This design comes from an exercise in tuning for small area and a short achievable clock period on the open sky130 flow, not from production work. RTL that was checked went through simulation tests only; none was proved equivalent to the original. No activity file was given, so power comes from the tool's default toggle rates.

Setup of fjord:
==> flow/design.v <==
package tdc_pkg;
   localparam int N_CH   = 8;
   localparam int INT_W  = 11;
   localparam int FRAC_W = 11;
   localparam int SCALE  = 50;
   localparam int ACC_W  = 16;
   localparam int EV_W   = 20;
   localparam int ACC_SW = 36;
   localparam int OUT_W  = 37;
endpackage
module tdc_add_tree (
   input  logic        clk,
   input  logic [87:0] int_data,
   input  logic [87:0] frac_data,
   input  logic [7:0]  ch_mask,
   input  logic        v3,
   output logic [19:0] ev_o
);
   logic [7:0][10:0] mi, mf;
   for (genvar i = 0; i < 8; i++) begin : g_mask
      assign mi[i] = int_data[11*i +: 11]  & {11{ch_mask[i]}};
      assign mf[i] = frac_data[11*i +: 11] & {11{ch_mask[i]}};
   end
   logic [3:0][13:0] r0i_d, r0f_d, r0i_q, r0f_q;
   csa8to4 u_c0i (.m(mi), .r(r0i_d));
   csa8to4 u_c0f (.m(mf), .r(r0f_d));
   logic [13:0] s1i, c1i, s1f, c1f;
   logic [13:0] s1i_q, c1i_q, s1f_q, c1f_q;
   csa4to2 u_c1i (.r(r0i_q), .s(s1i), .c(c1i));
   csa4to2 u_c1f (.r(r0f_q), .s(s1f), .c(c1f));
   logic [13:0] si_q, sf_q;
   logic [19:0] a3, b3, c3, d3, t3s, t3c, e3s, e3c, e3s_q, e3c_q;
   assign a3  = {1'b0, si_q, 5'd0};
   assign b3  = {2'b0, si_q, 4'd0};
   assign c3  = {5'b0, si_q, 1'b0};
   assign d3  = {6'b0, sf_q};
   assign t3s = a3 ^ b3 ^ c3;
   assign t3c = {((a3[18:0] & b3[18:0]) | (a3[18:0] & c3[18:0]) | (b3[18:0] & c3[18:0])), 1'b0};
   assign e3s = t3s ^ t3c ^ d3;
   assign e3c = {((t3s[18:0] & t3c[18:0]) | (t3s[18:0] & d3[18:0]) | (t3c[18:0] & d3[18:0])), 1'b0};
   logic [19:0] e4_q;
   always_ff @(posedge clk) begin
      r0i_q <= r0i_d;
      r0f_q <= r0f_d;
      s1i_q <= s1i;
      c1i_q <= c1i;
      s1f_q <= s1f;
      c1f_q <= c1f;
      si_q  <= s1i_q + c1i_q;
      sf_q  <= s1f_q + c1f_q;
      e3s_q <= e3s;
      e3c_q <= e3c;
   end
   always_ff @(posedge clk) begin
      e4_q <= v3 ? (e3s_q + e3c_q) : 20'd0;
   end
   assign ev_o = e4_q;
endmodule
module cmp42 (
   input  logic [13:0] x0,
   input  logic [13:0] x1,
   input  logic [13:0] x2,
   input  logic [13:0] x3,
   output logic [13:0] s,
   output logic [13:0] c
);
   logic [13:0] t, u, v, co, ci;
   assign t  = x0 ^ x1;
   assign u  = x2 ^ x3;
   assign v  = t ^ u;
   for (genvar i = 0; i < 14; i++) begin : g_co
      assign co[i] = t[i] ? x2[i] : x0[i];
   end
   assign ci = {co[12:0], 1'b0};
   assign s  = v ^ ci;
   for (genvar i = 0; i < 13; i++) begin : g_c
      assign c[i+1] = v[i] ? ci[i] : x3[i];
   end
   assign c[0] = 1'b0;
endmodule
module csa8to4 (
   input  logic [7:0][10:0] m,
   output logic [3:0][13:0] r
);
   cmp42 u_a (.x0(14'(m[0])), .x1(14'(m[1])), .x2(14'(m[2])), .x3(14'(m[3])), .s(r[0]), .c(r[1]));
   cmp42 u_b (.x0(14'(m[4])), .x1(14'(m[5])), .x2(14'(m[6])), .x3(14'(m[7])), .s(r[2]), .c(r[3]));
endmodule
module csa4to2 (
   input  logic [3:0][13:0] r,
   output logic [13:0]      s,
   output logic [13:0]      c
);
   cmp42 u_a (.x0(r[0]), .x1(r[1]), .x2(r[2]), .x3(r[3]), .s(s), .c(c));
endmodule
module tdc_time_accum (
   input  logic        clk,
   input  logic        rst,
   input  logic [87:0] int_data,
   input  logic [87:0] frac_data,
   input  logic [7:0]  ch_mask,
   input  logic        start,
   input  logic [15:0] acc_len,
   input  logic        acc_clear,
   output logic [36:0] out_sum,
   output logic [15:0] out_cnt,
   output logic        out_dval,
   output logic        busy
);
   logic [4:0]       vld_q;
   logic [4:0][15:0] len_q;
   logic             le1_q;     
   logic [19:0]      ev;        
   tdc_add_tree u_tree (
      .clk       (clk),
      .int_data  (int_data),
      .frac_data (frac_data),
      .ch_mask   (ch_mask),
      .v3        (vld_q[3]),
      .ev_o      (ev)
   );
   always_ff @(posedge clk or posedge rst) begin
      if (rst) begin
         vld_q <= '0;
      end else begin
         vld_q <= {vld_q[3:0], start};
      end
   end
   always_ff @(posedge clk) begin
      len_q <= {len_q[3:0], acc_len};
      le1_q <= (len_q[3][15:1] == 15'd0);
   end
   logic        acc_st_q;    
   logic        acc_st_d;
   logic [35:0] acc_q;
   logic [15:0] rem_q;       
   logic [15:0] blen_q;      
   logic [35:0] sum_q;
   logic [15:0] ocnt_q;
   logic        dval_q;
   logic        busy_q;
   logic [35:0] add;
   logic        last, finish, done;
   assign add    = acc_q + 36'(ev);
   assign last   = (rem_q == 16'd2);
   assign finish = acc_st_q ? last : le1_q;
   assign done   = vld_q[4] & finish & ~acc_clear;
   always_comb begin
      acc_st_d = acc_st_q;
      if (acc_clear) begin
         acc_st_d = 1'b0;
      end else if (vld_q[4]) begin
         acc_st_d = ~finish;
      end
   end
   always_ff @(posedge clk or posedge rst) begin
      if (rst) begin
         acc_st_q <= 1'b0;
         sum_q    <= '0;
         ocnt_q   <= '0;
         dval_q   <= 1'b0;
         busy_q   <= 1'b0;
      end else begin
         acc_st_q <= acc_st_d;
         if (done) begin
            sum_q  <= add;
            ocnt_q <= acc_st_q ? blen_q : 16'd1;
         end
         dval_q <= done;
         busy_q <= acc_st_d | start | (|vld_q[3:0]);
      end
   end
   always_ff @(posedge clk) begin
      acc_q <= (~acc_clear & (vld_q[4] ? ~finish : acc_st_q)) ? add : 36'd0;
      if (vld_q[4]) begin
         rem_q <= acc_st_q ? rem_q - 16'd1 : len_q[4];
      end
      if (vld_q[4] & ~acc_st_q) begin
         blen_q <= len_q[4];
      end
   end
   assign out_sum  = {1'b0, sum_q};
   assign out_cnt  = ocnt_q;
   assign out_dval = dval_q;
   assign busy     = busy_q;
endmodule
module tdc_time_accum_top (
   input  logic         clk,
   input  logic         rst,
   input  logic [87:0]  int_data,
   input  logic [87:0]  frac_data,
   input  logic [7:0]   ch_mask,
   input  logic         start,
   input  logic [15:0]  acc_len,
   input  logic         acc_clear,
   output logic [36:0]  out_sum,
   output logic [15:0]  out_cnt,
   output logic         out_dval,
   output logic         busy
);
   tdc_time_accum u_accum (
      .clk       (clk),
      .rst       (rst),
      .int_data  (int_data),
      .frac_data (frac_data),
      .ch_mask   (ch_mask),
      .start     (start),
      .acc_len   (acc_len),
      .acc_clear (acc_clear),
      .out_sum   (out_sum),
      .out_cnt   (out_cnt),
      .out_dval  (out_dval),
      .busy      (busy)
   );
endmodule
export LEC_CHECK = 0
export ABC_AREA = 1
export ABC_CLOCK_PERIOD_IN_PS = 2000
export CAP_MARGIN = 20
export CORE_MARGIN = 2
export CORE_UTILIZATION = 40
export CTS_BUF_LIST = sky130_fd_sc_hd__clkbuf_8 sky130_fd_sc_hd__clkbuf_16
export CTS_CLUSTER_DIAMETER = 80
export CTS_CLUSTER_SIZE = 20
export PLACE_DENSITY = 0.6
export SETUP_SLACK_MARGIN = 1.8
export SLEW_MARGIN = 20
create_clock -name core_clock -period 4.0 [get_ports {clk}]
standard.sh (not shown) runs the stock make flow with config.mk's settings and CLKGATE_MAP_FILE= SYNTH_SCRIPT=/design/flow/synth_recipe.tcl, a recipe that flattens the netlist after the stock synthesis.
==> flow/flow/run.sh <==
#!/bin/bash
set -e
export BUFFER_PORTS_ARGS="-buffer_cell sky130_fd_sc_hd__buf_2"
bash standard.sh > standard_flow.log 2>&1
Looking at the reports, fjord completed the entire flow and the layout it produced met the timing, design-rule and antenna checks.
For pepper, these inputs were changed with respect to fjord:
--- a/flow/design.v
+++ b/flow/design.v
@@ -18,8 +18,8 @@
 );
    logic [7:0][10:0] mi, mf;
    for (genvar i = 0; i < 8; i++) begin : g_mask
-      assign mi[i] = int_data[11*i +: 11]  & {11{ch_mask[i]}};
-      assign mf[i] = frac_data[11*i +: 11] & {11{ch_mask[i]}};
+      assign mi[i] = ~(int_data[11*i +: 11]  & {11{ch_mask[i]}});
+      assign mf[i] = ~(frac_data[11*i +: 11] & {11{ch_mask[i]}});
    end
    logic [3:0][13:0] r0i_d, r0f_d, r0i_q, r0f_q;
    csa8to4 u_c0i (.m(mi), .r(r0i_d));
@@ -46,8 +46,8 @@
       c1i_q <= c1i;
       s1f_q <= s1f;
       c1f_q <= c1f;
-      si_q  <= s1i_q + c1i_q;
-      sf_q  <= s1f_q + c1f_q;
+      si_q  <= ~(s1i_q + c1i_q + 14'd1);
+      sf_q  <= ~(s1f_q + c1f_q + 14'd1);
       e3s_q <= e3s;
       e3c_q <= e3c;
    end
@@ -55,42 +55,40 @@
       e4_q <= v3 ? (e3s_q + e3c_q) : 20'd0;
    end
    assign ev_o = e4_q;
-endmodule
-module cmp42 (
-   input  logic [13:0] x0,
-   input  logic [13:0] x1,
-   input  logic [13:0] x2,
-   input  logic [13:0] x3,
-   output logic [13:0] s,
-   output logic [13:0] c
-);
-   logic [13:0] t, u, v, co, ci;
-   assign t  = x0 ^ x1;
-   assign u  = x2 ^ x3;
-   assign v  = t ^ u;
-   for (genvar i = 0; i < 14; i++) begin : g_co
-      assign co[i] = t[i] ? x2[i] : x0[i];
-   end
-   assign ci = {co[12:0], 1'b0};
-   assign s  = v ^ ci;
-   for (genvar i = 0; i < 13; i++) begin : g_c
-      assign c[i+1] = v[i] ? ci[i] : x3[i];
-   end
-   assign c[0] = 1'b0;
 endmodule
 module csa8to4 (
    input  logic [7:0][10:0] m,
    output logic [3:0][13:0] r
 );
-   cmp42 u_a (.x0(14'(m[0])), .x1(14'(m[1])), .x2(14'(m[2])), .x3(14'(m[3])), .s(r[0]), .c(r[1]));
-   cmp42 u_b (.x0(14'(m[4])), .x1(14'(m[5])), .x2(14'(m[6])), .x3(14'(m[7])), .s(r[2]), .c(r[3]));
+   logic [13:0] x0, x1, x2, x3, x4, x5, x6, x7;
+   logic [13:0] sa, ca, sb, cb;
+   assign x0 = {3'b111, m[0]};
+   assign x1 = {3'b111, m[1]};
+   assign x2 = {3'b111, m[2]};
+   assign x3 = {3'b111, m[3]};
+   assign x4 = {3'b111, m[4]};
+   assign x5 = {3'b111, m[5]};
+   assign x6 = {3'b111, m[6]};
+   assign x7 = {3'b111, m[7]};
+   assign sa = x0 ^ x1 ^ x2;
+   assign ca = {((x0[12:0] & x1[12:0]) | (x0[12:0] & x2[12:0]) | (x1[12:0] & x2[12:0])), 1'b1};
+   assign sb = x3 ^ x4 ^ x5;
+   assign cb = {((x3[12:0] & x4[12:0]) | (x3[12:0] & x5[12:0]) | (x4[12:0] & x5[12:0])), 1'b1};
+   assign r[0] = sa ^ ca ^ sb;
+   assign r[1] = {((sa[12:0] & ca[12:0]) | (sa[12:0] & sb[12:0]) | (ca[12:0] & sb[12:0])), 1'b1};
+   assign r[2] = cb ^ x6 ^ x7;
+   assign r[3] = {((cb[12:0] & x6[12:0]) | (cb[12:0] & x7[12:0]) | (x6[12:0] & x7[12:0])), 1'b1};
 endmodule
 module csa4to2 (
    input  logic [3:0][13:0] r,
    output logic [13:0]      s,
    output logic [13:0]      c
 );
-   cmp42 u_a (.x0(r[0]), .x1(r[1]), .x2(r[2]), .x3(r[3]), .s(s), .c(c));
+   logic [13:0] t, u;
+   assign t = r[0] ^ r[1] ^ r[2];
+   assign u = {((r[0][12:0] & r[1][12:0]) | (r[0][12:0] & r[2][12:0]) | (r[1][12:0] & r[2][12:0])), 1'b1};
+   assign s = t ^ u ^ r[3];
+   assign c = {((t[12:0] & u[12:0]) | (t[12:0] & r[3][12:0]) | (u[12:0] & r[3][12:0])), 1'b1};
 endmodule
 module tdc_time_accum (
    input  logic        clk,
==> run notes <==
pepper: no failed stages, no open violations at the end. Of the two values seen for uppermost metal layer occupied by signal nets, met5 was produced by fjord and met4 by pepper. Leakage power: pepper > fjord. Compared with fjord, in pepper sequential cell count shows no meaningful change; reported net switching power increased 0.025 mW. Diff fjord and pepper: setup slack lower in pepper. [compare] base=fjord new=pepper: routed wire length per instance went up by about 0.46%; required time of the critical path was more or less identical.
The RTL of fjord was laid out without a check of its function.

## what the ideal ports hide
No port has a modelled driver above. Below, the same layouts with a new extraction and two added sets of constraints. Step 1, drivers: a clkbuf_16 drives clk and a buf_2 each remaining input, both assumed. Step 2 times the ports against the registers' clock, not the clock port: input delays grow and output delays shrink by t, the midpoint of the rising clock arrivals with the driver on. Slacks: ideal ports / drivers / drivers and shift; pairs: ideal ports / drivers.
| run | shift t [ns] | slack for setup (ns) | hold WS [ns] | worst setup path after step 2 | latest minus earliest clock arrival (ns) |
|---|---|---|---|---|---|
| fjord | 0.612 | 1.888 / 1.888 / 1.490 | 0.164 / 0.131 / 0.320 | input to register | 0.016 / 0.016 |
| pepper | 0.620 | 1.856 / 1.856 / 1.463 | 0.324 / 0.301 / 0.324 | input to register | 0.024 / 0.024 |
After both steps setup and hold are still met in every run listed. The setup slack of fjord, which loses most, moves by 0.000 ns with the drivers and by -0.398 ns with both steps.
